Context: an optimization exercise on an open-source flow, tuned for small area, a short achievable clock period and few clock cycles per item. The choices shown serve that exercise and are no tape-out recipe. Function was checked by simulation only, so behaviour that the tests miss may differ from the original.

Design ntt_barrett_modmul, start of the top module:
module ntt_barrett_modmul #(
    parameter int unsigned W   = 16,
    parameter int unsigned PW  = 16,
    parameter int unsigned LAT = ntt_barrett_modmul_pkg::PIPE_LAT
) (
    input  logic          clk,
    input  logic          reset,
    input  logic          cfg_load,
    input  logic [W-1:0]  cfg_q,
    output logic          cfg_busy,
    output logic          cfg_err,
    output logic          cfg_ready,
    input  logic          in_valid,
    output logic          in_ready,
    input  logic [W-1:0]  in_a,
    input  logic [W-1:0]  in_w,
    input  logic [PW-1:0] in_pass,
    output logic          out_valid,
    input  logic          out_ready,
    output logic [W-1:0]  out_data,
    output logic [PW-1:0] out_pass
);
    logic        cfg_ready_q;
    logic        cfg_err_q;
    logic        cfg_ok;
    logic        pipe_empty;
    logic        en;
    logic        fire;
    logic        c_rdy;
    logic        mu_rdy;
    logic [15:0] nqn_val;
    logic [15:0] cn_val;
    logic [17:0] mu_val;
    logic [3:0]  sh_val;
    logic        out_v_q;
    logic [15:0] out_d_q;
    logic [15:0] out_p_q;
    logic m0_1;
    logic m0_2;
    logic m0_3;
    logic m0_4;
    logic m0_5;
    logic m0_6;
    logic m0_7;
  ...
make LEC_CHECK=0 CAP_MARGIN=20 CORE_MARGIN=2 CORE_UTILIZATION=40 CTS_BUF_LIST=sky130_fd_sc_hd__clkbuf_16 CTS_CLUSTER_DIAMETER=80 CTS_CLUSTER_SIZE=20 SETUP_SLACK_MARGIN=5 SLEW_MARGIN=20 SYNTH_HIERARCHICAL=1 SYNTH_MINIMUM_KEEP_SIZE=0 finish   # period 10.0 ns
run.sh (not shown) runs the stock make flow with config.mk's settings and CLKGATE_MAP_FILE= SYNTH_SCRIPT=/design/flow/synth_recipe.tcl, a recipe that flattens the netlist after the stock synthesis.
The baseline produced a clean layout.
Testbench counts at the start, summed over its fixed seeds: cycles 8,664, items 8,192.
Rerun with:
--- a/flow/config.mk
+++ b/flow/config.mk
@@ -12,2 +12,2 @@
-export CTS_CLUSTER_DIAMETER = 80
-export CTS_CLUSTER_SIZE = 20
+export CTS_CLUSTER_DIAMETER = 100
+export CTS_CLUSTER_SIZE = 24
Outcome: Wire length hardly moves; flip-flop and latch count is unchanged; utilization fell by 0.31 points; global-route usage stays flat; via count drops by 0.49%; critical path depth goes down by 4; clock-buffer cell count is lower by 8; non-clock buffer count goes down by 2; synthesized area does not change.

* * *

ntt_barrett_modmul again, from the RTL that the note above started with.
## ntt_barrett_modmul
module ntt_barrett_modmul #(
    parameter int unsigned W   = 16,
    parameter int unsigned PW  = 16,
    parameter int unsigned LAT = ntt_barrett_modmul_pkg::PIPE_LAT
) (
    input  logic          clk,
    input  logic          reset,
    input  logic          cfg_load,
    input  logic [W-1:0]  cfg_q,
    output logic          cfg_busy,
    output logic          cfg_err,
    output logic          cfg_ready,
    input  logic          in_valid,
    output logic          in_ready,
    input  logic [W-1:0]  in_a,
    input  logic [W-1:0]  in_w,
    input  logic [PW-1:0] in_pass,
    output logic          out_valid,
    input  logic          out_ready,
    output logic [W-1:0]  out_data,
    output logic [PW-1:0] out_pass
);
make LEC_CHECK=0 CAP_MARGIN=10 CORE_MARGIN=2 CORE_UTILIZATION=40 CTS_BUF_LIST='sky130_fd_sc_hd__clkbuf_4 sky130_fd_sc_hd__clkbuf_8' SETUP_SLACK_MARGIN=5 SLEW_MARGIN=10 SYNTH_HIERARCHICAL=1 SYNTH_MINIMUM_KEEP_SIZE=0 TNS_END_PERCENT=10 finish   # period 10.0 ns
Testbench counts at the start, summed over its fixed seeds: cycles 8,664, items 8,192.
Next try:
CAP_MARGIN = 20   (was 10)
CTS_BUF_LIST = sky130_fd_sc_hd__clkbuf_8 sky130_fd_sc_hd__clkbuf_16   (was sky130_fd_sc_hd__clkbuf_4 sky130_fd_sc_hd__clkbuf_8)
CTS_CLUSTER_DIAMETER = 100   (was default)
CTS_CLUSTER_SIZE = 20   (was default)
SLEW_MARGIN = 20   (was 10)
TNS_END_PERCENT = default   (was 10)
Via count came out lower by 1.3%.
Wire length came out lower by 1.3%.
Core utilization came out lower by 0.67 points.
Worst hold slack is better by 43 ps.
Cell area came out lower by 1.5%.
Count of clock-buffer cells in the layout came out lower by 86.
Area after synthesis does not change.
Next try:
CORE_UTILIZATION = 60   (was 40)
CTS_BUF_LIST = sky130_fd_sc_hd__clkbuf_4 sky130_fd_sc_hd__clkbuf_8   (was sky130_fd_sc_hd__clkbuf_8 sky130_fd_sc_hd__clkbuf_16)
CTS_CLUSTER_DIAMETER = default   (was 100)
CTS_CLUSTER_SIZE = default   (was 20)
PLACE_DENSITY = 0.75   (was default)
Non-clock buffer count shrinks by 4; setup slack is better by 33 ps; worst hold slack loses 6.8 ps.

* * *

xenon:
ntt_barrett_modmul again, from the RTL that the note above started with.
## ntt_barrett_modmul
module ntt_barrett_modmul #(
    parameter int unsigned W   = 16,
    parameter int unsigned PW  = 16,
    parameter int unsigned LAT = ntt_barrett_modmul_pkg::PIPE_LAT
) (
    input  logic          clk,
    input  logic          reset,
    input  logic          cfg_load,
    input  logic [W-1:0]  cfg_q,
    output logic          cfg_busy,
    output logic          cfg_err,
    output logic          cfg_ready,
    input  logic          in_valid,
    output logic          in_ready,
    input  logic [W-1:0]  in_a,
    input  logic [W-1:0]  in_w,
    input  logic [PW-1:0] in_pass,
    output logic          out_valid,
    input  logic          out_ready,
    output logic [W-1:0]  out_data,
    output logic [PW-1:0] out_pass
);
Settings: LEC_CHECK=0, CAP_MARGIN=20, CORE_MARGIN=2, CORE_UTILIZATION=40, CTS_BUF_LIST=sky130_fd_sc_hd__clkbuf_8 sky130_fd_sc_hd__clkbuf_16, CTS_CLUSTER_DIAMETER=100, CTS_CLUSTER_SIZE=16, SETUP_SLACK_MARGIN=5, SLEW_MARGIN=20, SYNTH_HIERARCHICAL=1, SYNTH_MINIMUM_KEEP_SIZE=0; clock period 10.0 ns.
Testbench counts of xenon, summed over its fixed seeds: cycles 8,664, items 8,192.
Input-level comparison between raven and xenon:
Settings: CTS_CLUSTER_DIAMETER removed (was 100); CTS_CLUSTER_SIZE removed (was 16); CTS_BUF_LIST changed from sky130_fd_sc_hd__clkbuf_8 sky130_fd_sc_hd__clkbuf_16 to sky130_fd_sc_hd__clkbuf_4 sky130_fd_sc_hd__clkbuf_8.
### Flow results
- raven finished end to end and its layout was clean on timing, DRC and antenna.
- Re number of non-filler instances in the completed layout: xenon was lower than raven.
- Cmp xenon and raven / later-pin clock latency in the skew report / lower: xenon

[re-timing with driven ports]
Ports are ideal in the flow. The routed layouts listed here were re-timed in OpenROAD. Step 1 (the two cells are an assumption about what drives the block):
set clk [get_ports {clk}]
set_driving_cell -lib_cell sky130_fd_sc_hd__clkbuf_16 $clk
set_driving_cell -lib_cell sky130_fd_sc_hd__buf_2 [delete_from_list [all_inputs] $clk]
Step 2 also shifts input and output timing later by t, the mid clock arrival at the registers, as if the neighbouring blocks saw the same clock. a / b / c = ideal / step 1 / step 2; a / b = the first two.
| run | t, ns | setup WS [ns] | worst slew at a driven data input, ns |
|---|---|---|---|
| the first run of note 1 | 0.702 | 4.999 / 4.999 / 4.415 | 0.06 |
| the second run of note 1 | 0.682 | 5.053 / 5.049 / 4.408 | 0.06 |
| the first run of note 2 | 0.848 | 4.983 / 4.950 / 4.247 | 0.06 |
| the second run of note 2 | 0.689 | 5.024 / 5.024 / 4.391 | 0.06 |
| the third run of note 2 | 0.790 | 5.057 / 5.026 / 4.389 | 0.04 |
| xenon | 0.704 | 5.041 / 5.041 / 4.416 | 0.06 |
| raven | 0.847 | 5.060 / 5.047 / 4.278 | 0.07 |
After both steps setup and hold are still met in every run listed. For raven, which loses most, drivers alone change the setup slack by -0.013 ns; drivers and shift together by -0.782 ns.
